From an optimization exercise on the open Yosys and OpenROAD flow, aimed at small area, a short achievable clock period and few clock cycles per item; shortcuts taken in it are not production practice. At most, simulation tests tie the RTL to the original design; equivalence was not proved.

==> module sp_octet_tiled, before the edit <==
module sp_octet_tiled
#(
   parameter int NUM_TG = 2,
   parameter int DW     = sp_octet_pkg::DW_DEF,
   parameter int KW     = 8
)
(
   input  logic                   clk,
   input  logic                   rstn,
   input  logic                   start,
   input  logic [KW-1:0]          k_steps,
   output logic                   busy,
   input  logic                   c_valid,
   output logic                   c_ready,
   input  logic [NUM_TG*4*DW-1:0] c_data,
   input  logic                   ab_valid,
   output logic                   ab_ready,
   input  logic [NUM_TG*4*DW-1:0] a_data,
   input  logic [NUM_TG*8-1:0]    idx_data,
   input  logic [8*DW-1:0]        b_data,
   output logic                   out_valid,
   input  logic                   out_ready,
   output logic [NUM_TG*4*DW-1:0] out_data
);
   logic          cur_v, cur_first, nxt_v;
   logic [KW-1:0] cur_rem, nxt_k, k_eff;
   logic          cur_last;
   logic          st_acc, ab_hs, out_hs;
   logic          x_v, x_first, x_last;
   logic          y_fin;        
   logic          drain;        
   logic          c_seen;       
   logic          cur_v_n, cur_first_n, nxt_v_n;
   logic [KW-1:0] cur_rem_n, nxt_k_n;
   logic          x_v_n, x_first_n, x_last_n, y_fin_n, c_seen_n, out_valid_n;
   logic          c_ready_n, ab_ready_n, out_block_n, c_ok_n, cur_last_n;
   assign k_eff    = (k_steps == '0) ? KW'(1) : k_steps;
   assign cur_last = (cur_rem == KW'(1));
   assign busy     = nxt_v;
   assign st_acc   = start & ~nxt_v;
   assign ab_hs    = ab_valid & ab_ready;
   assign out_hs   = out_valid & out_ready;
   assign drain    = y_fin & (~out_valid | out_ready);
   always_comb begin
      cur_v_n     = cur_v;
      cur_first_n = cur_first;
      cur_rem_n   = cur_rem;
      nxt_v_n     = nxt_v;
      nxt_k_n     = nxt_k;
      if (!cur_v || (ab_hs && cur_last)) begin
         if (nxt_v) begin
            cur_v_n     = 1'b1;
            cur_first_n = 1'b1;
            cur_rem_n   = nxt_k;
            nxt_v_n     = 1'b0;
         end else if (start) begin
            cur_v_n     = 1'b1;
            cur_first_n = 1'b1;
            cur_rem_n   = k_eff;
         end else begin
            cur_v_n     = 1'b0;
         end
      end else begin
         if (ab_hs) begin
            cur_first_n = 1'b0;
            cur_rem_n   = cur_rem - KW'(1);
         end
         if (st_acc) begin
            nxt_v_n = 1'b1;
            nxt_k_n = k_eff;
         end
      end
      cur_last_n = (cur_rem_n == KW'(1));
      x_v_n     = ab_hs;
      x_first_n = cur_first & ab_hs;
      x_last_n  = cur_last;
      y_fin_n   = (x_v && x_last) ? 1'b1 : drain ? 1'b0 : y_fin;
      c_ready_n = x_v_n & x_first_n;
      c_seen_n  = c_valid & ~c_ready;
      c_ok_n    = c_seen_n & ~c_ready_n;
      out_valid_n = drain ? 1'b1 : out_hs ? 1'b0 : out_valid;
      out_block_n = (y_fin_n & out_valid_n) | (x_v_n & x_last_n & (out_valid_n | y_fin_n));
      ab_ready_n  = cur_v_n & (~cur_first_n | c_ok_n) & ~out_block_n;
   end
   always_ff @(posedge clk) begin
      if (!rstn) begin
         cur_v     <= 1'b0;
         cur_first <= 1'b0;
         cur_rem   <= '0;
         nxt_v     <= 1'b0;
         nxt_k     <= '0;
         x_v       <= 1'b0;
         x_first   <= 1'b0;
         x_last    <= 1'b0;
         y_fin     <= 1'b0;
         c_seen    <= 1'b0;
         out_valid <= 1'b0;
         c_ready   <= 1'b0;
         ab_ready  <= 1'b0;
      end else begin
         cur_v     <= cur_v_n;
         cur_first <= cur_first_n;
         cur_rem   <= cur_rem_n;
         nxt_v     <= nxt_v_n;
         nxt_k     <= nxt_k_n;
         x_v       <= x_v_n;
         x_first   <= x_first_n;
         x_last    <= x_last_n;
         y_fin     <= y_fin_n;
         c_seen    <= c_seen_n;
         out_valid <= out_valid_n;
         c_ready   <= c_ready_n;
         ab_ready  <= ab_ready_n;
      end
   end
   logic [8*24-1:0]        enc_in, xenc;
   logic [16*DW-1:0]       bsel_in, xbsel;
   logic [8*DW-1:0]        y0, y1, r0, r1, res;
   for (genvar w = 0; w < 8; w++) begin : g_enc
      logic [16:0] wx;
      assign wx = {a_data[w*DW +: DW], 1'b0};
      for (genvar j = 0; j < 8; j++) begin : g_dig
         logic x2, x1, x0;
         assign x2 = wx[2*j+2];
         assign x1 = wx[2*j+1];
         assign x0 = wx[2*j];
         assign enc_in[24*w+3*j] = x1 ^ x0;
         assign enc_in[24*w+3*j+1] = (x2 & ~x1 & ~x0) | (~x2 & x1 & x0);
         assign enc_in[24*w+3*j+2] = x2;
      end
   end
   for (genvar q = 0; q < 8; q++) begin : g_sel
      for (genvar c = 0; c < 2; c++) begin : g_col
         logic [1:0] i;
         assign i = idx_data[2*q +: 2];
         assign bsel_in[(2*q+c)*DW +: DW] = b_data[(4*c + i)*DW +: DW];
      end
   end
   always_ff @(posedge clk) begin
      xenc  <= ab_hs ? enc_in : '0;
      xbsel <= bsel_in;
   end
   logic [8*DW-1:0] fb0, fb1;
   assign fb0 = x_first ? c_data : y0;
   assign fb1 = x_first ? '0 : y1;
   for (genvar t = 0; t < NUM_TG; t++) begin : g_tg
      for (genvar r = 0; r < 2; r++) begin : g_row
         for (genvar c = 0; c < 2; c++) begin : g_col
            localparam int L = 4*t + 2*r + c;
            localparam int Q = 4*t + 2*r;
            sp_tg_lane u_lane (
               .enc0 (xenc[24*Q +: 24]),
               .enc1 (xenc[24*(Q+1) +: 24]),
               .b0   (xbsel[(2*Q + c)*DW +: DW]),
               .b1   (xbsel[(2*(Q+1) + c)*DW +: DW]),
               .fb0  (fb0[L*DW +: DW]),
               .fb1  (fb1[L*DW +: DW]),
               .row0 (r0[L*DW +: DW]),
               .row1 (r1[L*DW +: DW])
            );
         end
      end
   end
   always_ff @(posedge clk) begin
      y0 <= r0;
      y1 <= r1;
   end
   for (genvar l = 0; l < 8; l++) begin : g_res
      always_ff @(posedge clk) begin
         if (drain) res[l*DW +: DW] <= y0[l*DW +: DW] + y1[l*DW +: DW];
      end
   end
   assign out_data = res;
endmodule
clock: 12.0 ns
lec_check: 0
cap_margin: 20
core_margin: 2
core_utilization: 60
slew_margin: 20
synth_hierarchical: 1
synth_minimum_keep_size: 0
standard.sh (not shown) runs the stock make flow with config.mk's settings and CLKGATE_MAP_FILE= SYNTH_SCRIPT=/design/flow/synth_recipe.tcl, a recipe that flattens the netlist after the stock synthesis.
==> flow/flow/run.sh <==
#!/bin/bash
# The standard layout (standard.sh: its synthesis, steps and constraints unchanged) with
# two settings of how the layout is made, read from flow/settings.txt:
#   SETUP_SLACK_MARGIN: ORFS's timing repair aims for this much setup slack at the design's
#     clock period, so it keeps improving the critical paths past what 12 ns needs.
#   BUFFER_PORTS_ARGS: the buffer cell that buffer_ports puts on every input and output port.
# Each tool's full output is in ORFS's log folder (orfs/logs/...); make's own output is kept in
# make.log here.
set -euo pipefail
source flow/settings.txt
bash standard.sh SETUP_SLACK_MARGIN="$MARGIN" BUFFER_PORTS_ARGS="-buffer_cell $PORT_BUF" finish > make.log 2>&1
==> flow/flow/settings.txt <==
MARGIN=8
PORT_BUF=sky130_fd_sc_hd__buf_1
Testbench counts at the start, summed over its fixed seeds: cycles 4,491, tiles 512.
Then changed:
--- a/flow/design.v
+++ b/flow/design.v
@@ -397,6 +397,12 @@
       end
    end
+   for (genvar d = 0; d < 8*8; d++) begin : g_xenc
+      always_ff @(posedge clk) begin
+         xenc[3*d]   <= ab_hs & enc_in[3*d];
+         xenc[3*d+1] <= ab_hs & enc_in[3*d+1];
+         xenc[3*d+2] <= enc_in[3*d+2];
+      end
+   end
    always_ff @(posedge clk) begin
-      xenc  <= ab_hs ? enc_in : '0;
       xbsel <= bsel_in;
    end
Effect: The new run completed without violations; final area rises by about 0.7%; synthesized area falls by 0.44%; worst hold slack gets better by 0.018 ns; cell count rises by 0.91%; clock-buffer cell count rises by 12.
For the second run of this note, only the layout was checked, not whether the RTL still works.

re-timing with driven ports:
The flow's constraints put no driver on any port. The routed layouts listed below were extracted and timed again, unchanged, in two steps.
Step 1, drivers: a clkbuf_16 drives clk and a buf_2 each remaining input, both assumed.
Step 2 times the ports against the registers' clock, not the clock port: input delays grow and output delays shrink by t, the midpoint of the rising clock arrivals with the driver on.
a / b / c = ideal / step 1 / step 2; a / b = the first two.
| run | t (ns) | setup WS [ns] | hold slack, ns | worst setup path at the end | clock arrival spread, ns |
|---|---|---|---|---|---|
| the first run | 0.817 | 8.005 / 8.005 / 7.279 | 0.463 / 0.463 / 0.463 | input to register | 0.042 / 0.041 |
| the second run | 0.831 | 8.020 / 8.020 / 7.265 | 0.481 / 0.481 / 0.481 | input to register | 0.034 / 0.035 |
After both steps every run listed still meets setup and hold. For the second run, which loses most, drivers alone change the setup slack by 0.000 ns; drivers and shift together by -0.755 ns.
